Source: an optimization exercise on an open RTL-to-GDS flow (aim: small area). Production flows keep margins and buffers that such runs may drop. In this exercise RTL edits were held to simulation tests only and were not proved equivalent to the original. The clock port is modelled as an ideal driver, which makes a skipped or thinned clock tree look cheaper than it is; a real chip needs a root buffer or a tree. Power and IR drop assume default switching activity.

## v2
// calendar_time_add_minutes
module calendar_time_add_minutes #(
    parameter int MAX_ADD_MINUTES = 65535
) (
    input  wire logic                     clk,
    input  wire logic                     rst_n,
    input  wire logic                     cmd_valid,
    output wire logic                     cmd_ready,
    input  wire logic                     cmd_req_type,
    input  wire logic [cta_pkg::ADD_W-1:0]    cmd_add_minutes,
    input  wire logic [cta_pkg::DAY_W-1:0]    cmd_load_day,
    input  wire logic [cta_pkg::MONTH_W-1:0]  cmd_load_month,
    input  wire logic [cta_pkg::YEAR_W-1:0]   cmd_load_year,
    input  wire logic [cta_pkg::HOUR_W-1:0]   cmd_load_hour,
    input  wire logic [cta_pkg::MINUTE_W-1:0] cmd_load_minute,
    output wire logic                     rsp_valid,
    input  wire logic                     rsp_ready,
    output wire logic [cta_pkg::DAY_W-1:0]    rsp_out_day,
    output wire logic [cta_pkg::MONTH_W-1:0]  rsp_out_month,
    output wire logic [cta_pkg::YEAR_W-1:0]   rsp_out_year,
    output wire logic [cta_pkg::HOUR_W-1:0]   rsp_out_hour,
    output wire logic [cta_pkg::MINUTE_W-1:0] rsp_out_minute,
    output wire logic                     rsp_leap_flag,
    output wire logic [cta_pkg::DAY_W-1:0]    rsp_month_length
);
For scale: roughly 53 flip-flops, roughly 0.0028 mm^2 of cells after synthesis.
export LEC_CHECK = 0
export CAP_MARGIN = 20
export CORE_MARGIN = 2
export CORE_UTILIZATION = 60
export SLEW_MARGIN = 20
create_clock -name core_clock -period 10.0 [get_ports {clk}]
standard.sh (not shown) runs the stock make flow with config.mk's settings and CLKGATE_MAP_FILE= SYNTH_SCRIPT=/design/flow/synth_recipe.tcl, a recipe that flattens the netlist after the stock synthesis.
==> flow/flow/run.sh <==
#!/bin/bash
# The standard layout (standard.sh), with these changes:
#  - synthesis maps the logic with an area-oriented ABC script (flow/abc.script,
#    run with eight seeds of its &deepsyn step, keeping the smallest result;
#    flow/synth.tcl is synth_recipe.tcl plus that one change), without the
#    platform's adder cells and the Kogge-Stone carry map;
#  - the port buffers are the smallest buffer cell;
#  - clock tree synthesis inserts no dummy loads.
set -euo pipefail
here=$(pwd)
export MY_ABC_SCRIPT=$here/flow/abc.script
export CTS_ARGS="-sink_clustering_enable -repair_clock_nets -buf_list sky130_fd_sc_hd__clkbuf_8 -dont_use_dummy_load"
export BUFFER_PORTS_ARGS="-buffer_cell sky130_fd_sc_hd__buf_1"
sed -e "s#SYNTH_SCRIPT=[^ ]*#SYNTH_SCRIPT=$here/flow/synth.tcl ADDER_MAP_FILE= SYNTH_OPERATIONS_ARGS=-nofsm#" standard.sh > own.sh
bash own.sh > own.log 2>&1
==> flow/flow/abc.script <==
strash
&get -n
&deepsyn -T 20 -S @SEED@
&put
dch -f
amap -m -F 4 -A 8
==> flow/flow/synth.tcl <==
# The standard flow's synthesis script (synth_recipe.tcl), with one change: the technology
# mapping is done by our own area-oriented ABC script (flow/abc.script), tried
# with a few random seeds of its &deepsyn step, keeping the smallest result.
proc synth {args} { yosys synth -nofsm -noshare {*}$args }
proc abc_area_now {} {
  set lib_args ""
  foreach lib $::env(LIB_FILES) { append lib_args "-liberty $lib " }
  set s [tee -q -s result.string stat {*}$lib_args]
  regexp {Chip area for module[^:]*: *([0-9.]+)} $s -> a
  return $a
}
proc abc {args} {
  set i [lsearch -exact $args -script]
  set fh [open $::env(MY_ABC_SCRIPT) r]
  set tmpl [read $fh]
  close $fh
  yosys design -save pre_abc
  set best -1
  foreach seed {0 1 2 3 4 5 6 7} {
    yosys design -load pre_abc
    set f $::env(RESULTS_DIR)/abc_seed$seed.script
    set fh [open $f w]
    puts $fh [string map [list @SEED@ $seed] $tmpl]
    close $fh
    set a2 [lreplace $args $i [expr {$i + 1}] -script $f]
    yosys abc {*}$a2
    set area [abc_area_now]
    puts "abc seed $seed: area $area"
    if { $best < 0 || $area < $best } {
      set best $area
      yosys design -save best_abc
    }
  }
  yosys design -load best_abc
  puts "abc: kept area $best"
}
source $::env(SCRIPTS_DIR)/synth.tcl
# left out here: clear keep_hierarchy, flatten, clean up, hide names made inside functions, write 1_2_yosys.v
#### Input delta (v40 over v2)
- CORE_UTILIZATION: 60 -> 40
diff --git a/flow/flow/run.sh b/flow/flow/run.sh
--- a/flow/flow/run.sh
+++ b/flow/flow/run.sh
@@ -6,9 +6,10 @@
 #    platform's adder cells and the Kogge-Stone carry map;
 #  - the port buffers are the smallest buffer cell;
-#  - clock tree synthesis inserts no dummy loads.
+#  - the clock reaches the flip-flops through one clkbuf_16 (flow/pre_cts.tcl)
+#    instead of a clock tree.
 set -euo pipefail
 here=$(pwd)
 export MY_ABC_SCRIPT=$here/flow/abc.script
-export CTS_ARGS="-sink_clustering_enable -repair_clock_nets -buf_list sky130_fd_sc_hd__clkbuf_8 -dont_use_dummy_load"
+export PRE_CTS_TCL=$here/flow/pre_cts.tcl
 export BUFFER_PORTS_ARGS="-buffer_cell sky130_fd_sc_hd__buf_1"
 sed -e "s#SYNTH_SCRIPT=[^ ]*#SYNTH_SCRIPT=$here/flow/synth.tcl ADDER_MAP_FILE= SYNTH_OPERATIONS_ARGS=-nofsm#" standard.sh > own.sh
==> flow/flow/pre_cts.tcl (new file) <==
# Clock distribution for this small design: the clock port drives 4
# clkbuf_8 buffers directly, each driving the clock pins of one group of
# flip-flops (the flip-flops split by position: halves by x, then by y),
# in place of the clock tree that clock_tree_synthesis would build.
# Sourced by ORFS's cts.tcl (PRE_CTS_TCL) before its clock_tree_synthesis
# call, which it then turns into a no-op; the rest of cts.tcl (placement
# legalisation, timing repair) runs as usual.
set block [ord::get_db_block]
set clk_net [$block findNet clk]
set master [[ord::get_db] findMaster sky130_fd_sc_hd__clkbuf_8]
set pins {}
foreach it [$clk_net getITerms] {
  set loc [[$it getInst] getLocation]
  lappend pins [list $it [lindex $loc 0] [lindex $loc 1]]
}
proc split_by { items idx } {
  set s [lsort -integer -index $idx $items]
  set h [expr {[llength $s] / 2}]
  return [list [lrange $s 0 [expr {$h - 1}]] [lrange $s $h end]]
}
set groups [list $pins]
if { 4 >= 2 } { set groups [split_by $pins 1] }
if { 4 >= 4 } {
  set g {}
  foreach grp $groups { foreach h [split_by $grp 2] { lappend g $h } }
  set groups $g
}
set k 0
foreach grp $groups {
  set buf [odb::dbInst_create $block $master clkbuf_leaf_$k]
  set net [odb::dbNet_create $block clknet_leaf_$k]
  $net setSigType CLOCK
  set xs 0
  set ys 0
  foreach p $grp {
    lassign $p it x y
    incr xs $x
    incr ys $y
    $it disconnect
    $it connect $net
  }
  [$buf findITerm A] connect $clk_net
  [$buf findITerm X] connect $net
  set n [llength $grp]
  $buf setLocation [expr {$xs / $n}] [expr {$ys / $n}]
  $buf setPlacementStatus PLACED
  puts "pre_cts: clkbuf_leaf_$k drives $n clock pins"
  incr k
}
rename clock_tree_synthesis orfs_clock_tree_synthesis
proc clock_tree_synthesis { args } {
  puts "clock_tree_synthesis skipped: clock buffered by pre_cts.tcl"
}
## What came out
Summary of v40 over v2: number of distinct library cell variants in the gate-level netlist after synthesis decreased 1, logic depth of the worst path, buffers included increased 2. v40 ended with less fraction of area in registers than v2. v40 can be clocked slower than v2. When v40 is measured against v2, its delay of the slowest critical-path stage turns out 240 ps lower. The run showing the smaller worst setup slack is v40. Compared with v2, v40 shows a lower switching part of the total power. v40 vs. v2: post-route fraction of the period consumed by the critical path went up by 3.4 points. Number of cells after detailed placement (v40 vs. v2) increases by a little under 10%. Overall routing resource usage: v40 vs v2 down 9.6 points. Looking at area taken by multi-input logic gates, v40 sits about 2.5% below v2.
Relative to v40, the following input files were edited for v13:
diff --git a/flow/flow/run.sh b/flow/flow/run.sh
--- a/flow/flow/run.sh
+++ b/flow/flow/run.sh
@@ -6,10 +6,9 @@
 #    platform's adder cells and the Kogge-Stone carry map;
 #  - the port buffers are the smallest buffer cell;
-#  - the clock reaches the flip-flops through one clkbuf_16 (flow/pre_cts.tcl)
-#    instead of a clock tree.
+#  - clock tree synthesis inserts no dummy loads.
 set -euo pipefail
 here=$(pwd)
 export MY_ABC_SCRIPT=$here/flow/abc.script
-export PRE_CTS_TCL=$here/flow/pre_cts.tcl
+export CTS_ARGS="-sink_clustering_enable -repair_clock_nets -buf_list sky130_fd_sc_hd__clkbuf_16 -root_buf sky130_fd_sc_hd__clkbuf_16 -sink_clustering_size 60 -sink_clustering_max_diameter 400 -sink_buffer_max_cap_derate 1.0 -dont_use_dummy_load"
 export BUFFER_PORTS_ARGS="-buffer_cell sky130_fd_sc_hd__buf_1"
 sed -e "s#SYNTH_SCRIPT=[^ ]*#SYNTH_SCRIPT=$here/flow/synth.tcl ADDER_MAP_FILE= SYNTH_OPERATIONS_ARGS=-nofsm#" standard.sh > own.sh
removed: flow/flow/pre_cts.tcl
- Compared to v40, the routing of v13 uses more wire.
- Against v40, v13 comes in 1.5% higher on first-pass GRT wire length.
- v13 can be clocked faster than v40.
The clock cells of v40 come from the design's own scripts or RTL, not from TritonCTS.

========
calendar_time_add_minutes again, from the RTL that the note above started with.
clock: 10.0 ns
lec_check: 0
cap_margin: 20
core_margin: 2
core_utilization: 40
slew_margin: 20
==> flow/flow/run.sh <==
#!/bin/bash
# The standard layout (standard.sh), with these changes:
#  - synthesis maps the logic with an area-oriented ABC script (flow/abc.script,
#    run with eight seeds of its &deepsyn step, keeping the smallest result;
#    flow/synth.tcl is synth_recipe.tcl plus that one change), without the
#    platform's adder cells and the Kogge-Stone carry map;
#  - the port buffers are the smallest buffer cell;
#  - clock tree synthesis inserts no dummy loads.
set -euo pipefail
here=$(pwd)
export MY_ABC_SCRIPT=$here/flow/abc.script
export CTS_ARGS="-sink_clustering_enable -repair_clock_nets -buf_list sky130_fd_sc_hd__clkbuf_8 -dont_use_dummy_load"
export BUFFER_PORTS_ARGS="-buffer_cell sky130_fd_sc_hd__buf_1"
sed -e "s#SYNTH_SCRIPT=[^ ]*#SYNTH_SCRIPT=$here/flow/synth.tcl ADDER_MAP_FILE= SYNTH_OPERATIONS_ARGS=-nofsm#" standard.sh > own.sh
bash own.sh > own.log 2>&1
Scripts as last shown in full above: flow/flow/abc.script, flow/flow/synth.tcl
Edit:
--- a/flow/flow/run.sh
+++ b/flow/flow/run.sh
@@ -8 +8,3 @@
-#  - clock tree synthesis inserts no dummy loads.
+#  - the clock port drives four clkbuf_8, each feeding a quarter of the
+#    flip-flops (flow/pre_cts.tcl), in place of the clock tree synthesis;
+#    the rest of the flow is unchanged.
@@ -12 +14 @@
-export CTS_ARGS="-sink_clustering_enable -repair_clock_nets -buf_list sky130_fd_sc_hd__clkbuf_8 -dont_use_dummy_load"
+export PRE_CTS_TCL=$here/flow/pre_cts.tcl
==> flow/flow/pre_cts.tcl (new file) <==
# Clock distribution for this small design: the clock port drives 4
# clkbuf_8 buffers directly, each driving the clock pins of one group of
# flip-flops (the flip-flops split by position: halves by x, then by y),
# in place of the clock tree that clock_tree_synthesis would build.
# Sourced by ORFS's cts.tcl (PRE_CTS_TCL) before its clock_tree_synthesis
# call, which it then turns into a no-op; the rest of cts.tcl (placement
# legalisation, timing repair) runs as usual.
set block [ord::get_db_block]
set clk_net [$block findNet clk]
set master [[ord::get_db] findMaster sky130_fd_sc_hd__clkbuf_8]
set pins {}
foreach it [$clk_net getITerms] {
  set loc [[$it getInst] getLocation]
  lappend pins [list $it [lindex $loc 0] [lindex $loc 1]]
}
proc split_by { items idx } {
  set s [lsort -integer -index $idx $items]
  set h [expr {[llength $s] / 2}]
  return [list [lrange $s 0 [expr {$h - 1}]] [lrange $s $h end]]
}
set groups [list $pins]
if { 4 >= 2 } { set groups [split_by $pins 1] }
if { 4 >= 4 } {
  set g {}
  foreach grp $groups { foreach h [split_by $grp 2] { lappend g $h } }
  set groups $g
}
set k 0
foreach grp $groups {
  set buf [odb::dbInst_create $block $master clkbuf_leaf_$k]
  set net [odb::dbNet_create $block clknet_leaf_$k]
  $net setSigType CLOCK
  set xs 0
  set ys 0
  foreach p $grp {
    lassign $p it x y
    incr xs $x
    incr ys $y
    $it disconnect
    $it connect $net
  }
  [$buf findITerm A] connect $clk_net
  [$buf findITerm X] connect $net
  set n [llength $grp]
  $buf setLocation [expr {$xs / $n}] [expr {$ys / $n}]
  $buf setPlacementStatus PLACED
  puts "pre_cts: clkbuf_leaf_$k drives $n clock pins"
  incr k
}
rename clock_tree_synthesis orfs_clock_tree_synthesis
proc clock_tree_synthesis { args } {
  puts "clock_tree_synthesis skipped: clock buffered by pre_cts.tcl"
}
Result: The new run finished clean. Total power drops by 4.9%. Setup slack loses 0.16 ns. Clock skew is about the same. Maximum frequency shrinks by 2.7%. Area after synthesis does not change. Routed wire length hardly moves. Die area is unchanged.
Edit:
--- a/flow/flow/run.sh
+++ b/flow/flow/run.sh
@@ -8,3 +8,2 @@
-#  - the clock port drives four clkbuf_8, each feeding a quarter of the
-#    flip-flops (flow/pre_cts.tcl), in place of the clock tree synthesis;
-#    the rest of the flow is unchanged.
+#  - the clock reaches the flip-flops through one clkbuf_16 (flow/pre_cts.tcl)
+#    instead of a clock tree.
--- a/flow/flow/pre_cts.tcl
+++ b/flow/flow/pre_cts.tcl
@@ -1,2 +1,2 @@
-# Clock distribution for this small design: the clock port drives 4
-# clkbuf_8 buffers directly, each driving the clock pins of one group of
+# Clock distribution for this small design: the clock port drives 2
+# clkbuf_16 buffers directly, each driving the clock pins of one group of
@@ -10 +10 @@
-set master [[ord::get_db] findMaster sky130_fd_sc_hd__clkbuf_8]
+set master [[ord::get_db] findMaster sky130_fd_sc_hd__clkbuf_16]
@@ -22,2 +22,2 @@
-if { 4 >= 2 } { set groups [split_by $pins 1] }
-if { 4 >= 4 } {
+if { 2 >= 2 } { set groups [split_by $pins 1] }
+if { 2 >= 4 } {
=> Area after synthesis is unchanged. Sequential power hardly moves. Sequential share of layout area is about the same.
In the second and third runs of this note the design's own scripts or RTL, not TritonCTS, make the clock network.

========
calendar_time_add_minutes, a different RTL version from the one above (not shown whole).
Size in the first run: ~360 cells after synthesis, about 100 I/O pins, roughly 2900 µm² of cells after synthesis.
==> flow/config.mk <==
export PLATFORM = sky130hd
export DESIGN_NAME = calendar_time_add_minutes
export DESIGN_NICKNAME = calendar_time_add_minutes
export VERILOG_FILES = /design/flow/design.v
export SDC_FILE = /design/flow/constraint.sdc
export NUM_CORES = 4
export LEC_CHECK = 0
export CAP_MARGIN = 20
export CORE_MARGIN = 2
export CORE_UTILIZATION = 40
export SLEW_MARGIN = 20
==> flow/constraint.sdc <==
create_clock -name core_clock -period 10.0 [get_ports {clk}]
set_input_delay 2.0000 -clock core_clock [delete_from_list [all_inputs] [get_ports {clk}]]
set_output_delay 2.0000 -clock core_clock [all_outputs]
set_load 0.01 [all_outputs]
==> flow/flow/run.sh <==
#!/bin/bash
# The standard layout (standard.sh), with three changes:
#  - synthesis maps the logic with an area-oriented ABC script (flow/abc.script,
#    through flow/synth.tcl, which is synth_recipe.tcl plus that one change),
#    without the platform's adder cells and the Kogge-Stone carry map;
#  - the port buffers are the smallest buffer cell.
set -euo pipefail
here=$(pwd)
export MY_ABC_SCRIPT=$here/flow/abc.script
export CTS_ARGS="-sink_clustering_enable -repair_clock_nets -buf_list sky130_fd_sc_hd__clkbuf_8 -dont_use_dummy_load"
export BUFFER_PORTS_ARGS="-buffer_cell sky130_fd_sc_hd__buf_1"
sed -e "s#SYNTH_SCRIPT=[^ ]*#SYNTH_SCRIPT=$here/flow/synth.tcl ADDER_MAP_FILE= SYNTH_OPERATIONS_ARGS=-nofsm#" standard.sh > own.sh
bash own.sh > own.log 2>&1
==> flow/flow/synth.tcl <==
# The standard flow's synthesis script (synth_recipe.tcl), with one change: the technology
# mapping is done by our own area-oriented ABC script (flow/abc.script), tried
# with a few random seeds of its &deepsyn step, keeping the smallest result.
proc synth {args} { yosys synth -nofsm -noshare {*}$args }
proc abc_area_now {} {
  set lib_args ""
  foreach lib $::env(LIB_FILES) { append lib_args "-liberty $lib " }
  set s [tee -q -s result.string stat {*}$lib_args]
  regexp {Chip area for module[^:]*: *([0-9.]+)} $s -> a
  return $a
}
proc abc {args} {
  set i [lsearch -exact $args -script]
  set fh [open $::env(MY_ABC_SCRIPT) r]
  set tmpl [read $fh]
  close $fh
  yosys design -save pre_abc
  set best -1
  foreach seed {0 1 2 3} {
    yosys design -load pre_abc
    set f $::env(RESULTS_DIR)/abc_seed$seed.script
    set fh [open $f w]
    puts $fh [string map [list @SEED@ $seed] $tmpl]
    close $fh
    set a2 [lreplace $args $i [expr {$i + 1}] -script $f]
    yosys abc {*}$a2
    set area [abc_area_now]
    puts "abc seed $seed: area $area"
    if { $best < 0 || $area < $best } {
      set best $area
      yosys design -save best_abc
    }
  }
  yosys design -load best_abc
  puts "abc: kept area $best"
}
source $::env(SCRIPTS_DIR)/synth.tcl
# left out here: clear keep_hierarchy, flatten, clean up, hide names made inside functions, write 1_2_yosys.v
Scripts as last shown in full above: flow/flow/abc.script
Rerun with:
--- a/flow/flow/run.sh
+++ b/flow/flow/run.sh
@@ -8,5 +8,5 @@
 here=$(pwd)
 export MY_ABC_SCRIPT=$here/flow/abc.script
-export CTS_ARGS="-sink_clustering_enable -repair_clock_nets -buf_list sky130_fd_sc_hd__clkbuf_8 -dont_use_dummy_load"
+export CTS_ARGS="-repair_clock_nets -buf_list sky130_fd_sc_hd__clkbuf_16 -dont_use_dummy_load"
 export BUFFER_PORTS_ARGS="-buffer_cell sky130_fd_sc_hd__buf_1"
 sed -e "s#SYNTH_SCRIPT=[^ ]*#SYNTH_SCRIPT=$here/flow/synth.tcl ADDER_MAP_FILE= SYNTH_OPERATIONS_ARGS=-nofsm#" standard.sh > own.sh
- area after synthesis is unchanged
- via count drops slightly
- core utilization climbs by 0.82 points
- final area climbs slightly
- worst setup slack gets better by 0.027 ns
- die area is unchanged
- sequential share of layout area drops by 0.60 points
- global-route usage hardly moves
- wire length drops slightly
- power climbs by roughly a tenth
Rerun with:
--- a/flow/flow/run.sh
+++ b/flow/flow/run.sh
@@ -8,5 +8,4 @@
 here=$(pwd)
 export MY_ABC_SCRIPT=$here/flow/abc.script
-export CTS_ARGS="-repair_clock_nets -buf_list sky130_fd_sc_hd__clkbuf_16 -dont_use_dummy_load"
 export BUFFER_PORTS_ARGS="-buffer_cell sky130_fd_sc_hd__buf_1"
 sed -e "s#SYNTH_SCRIPT=[^ ]*#SYNTH_SCRIPT=$here/flow/synth.tcl ADDER_MAP_FILE= SYNTH_OPERATIONS_ARGS=-nofsm#" standard.sh > own.sh
Design area is about the same. Power falls by 0.93%. Die area is about the same. Hold slack improved by 0.035 ns. Count of clock-buffer cells in the layout rises by 2. Global-route usage rises by 2.0 points. Cell count stays the same. Combinational power falls by about 3%. Wire length rises by 6.1%.
Rerun with:
- CTS_BUF_LIST: unset -> sky130_fd_sc_hd__clkbuf_4 sky130_fd_sc_hd__clkbuf_8
Effect:
- sequential power is about the same
- clock-buffer cell count does not change
- combinational power stays flat
Rerun with:
- CTS_BUF_LIST: sky130_fd_sc_hd__clkbuf_4 sky130_fd_sc_hd__clkbuf_8 -> sky130_fd_sc_hd__clkbuf_8
- CTS_CLUSTER_DIAMETER: unset -> 200
- CTS_CLUSTER_SIZE: unset -> 30
Via count barely changes.
Cell area is about the same.
Worst setup slack got worse by 0.013 ns.
Count of clock-buffer cells in the layout went down by 1.

[static timing again, ports no longer ideal]
In the flow no input, the clock included, has a driving cell. The finished layouts below were timed again as built, in two steps.
Step 1: set_driving_cell puts a clkbuf_16 on clk and a buf_2 on each other input, an assumption about the parent block.
Step 2 also shifts input and output timing later by t, the mid clock arrival at the registers, as if the neighbouring blocks saw the same clock.
a / b / c = no drivers / after step 1 / after step 2; a / b = the first two.
run | t (ns) | setup WS [ns] | worst setup path at the end | worst slew at a driven data input, ns
v2 | 0.327 | 4.247 / 4.247 / 4.247 | register to register | 0.03
v40 | 0.205 | 3.910 / 3.946 / 3.741 | input to register | 0.04
v13 | 0.314 | 4.034 / 4.045 / 3.732 | input to register | 0.03
the first run of note 2 | 0.325 | 4.075 / 4.081 / 3.756 | input to register | 0.03
the second run of note 2 | 0.205 | 3.910 / 3.946 / 3.741 | input to register | 0.04
the third run of note 2 | 0.210 | 3.944 / 3.969 / 3.759 | input to register | 0.03
the first run of note 3 | 0.315 | 5.301 / 5.306 / 4.991 | input to register | 0.03
the second run of note 3 | 0.307 | 5.328 / 5.338 / 5.031 | input to register | 0.04
the third run of note 3 | 0.327 | 4.645 / 4.645 / 4.645 | register to register | 0.04
the fourth run of note 3 | 0.326 | 4.642 / 4.642 / 4.642 | register to register | 0.04
the fifth run of note 3 | 0.326 | 4.629 / 4.629 / 4.629 | register to register | 0.04
After both steps setup and hold are still met in every run listed. The setup slack of the first run of note 2, which loses most, moves by +0.006 ns with the drivers and by -0.319 ns with both steps.
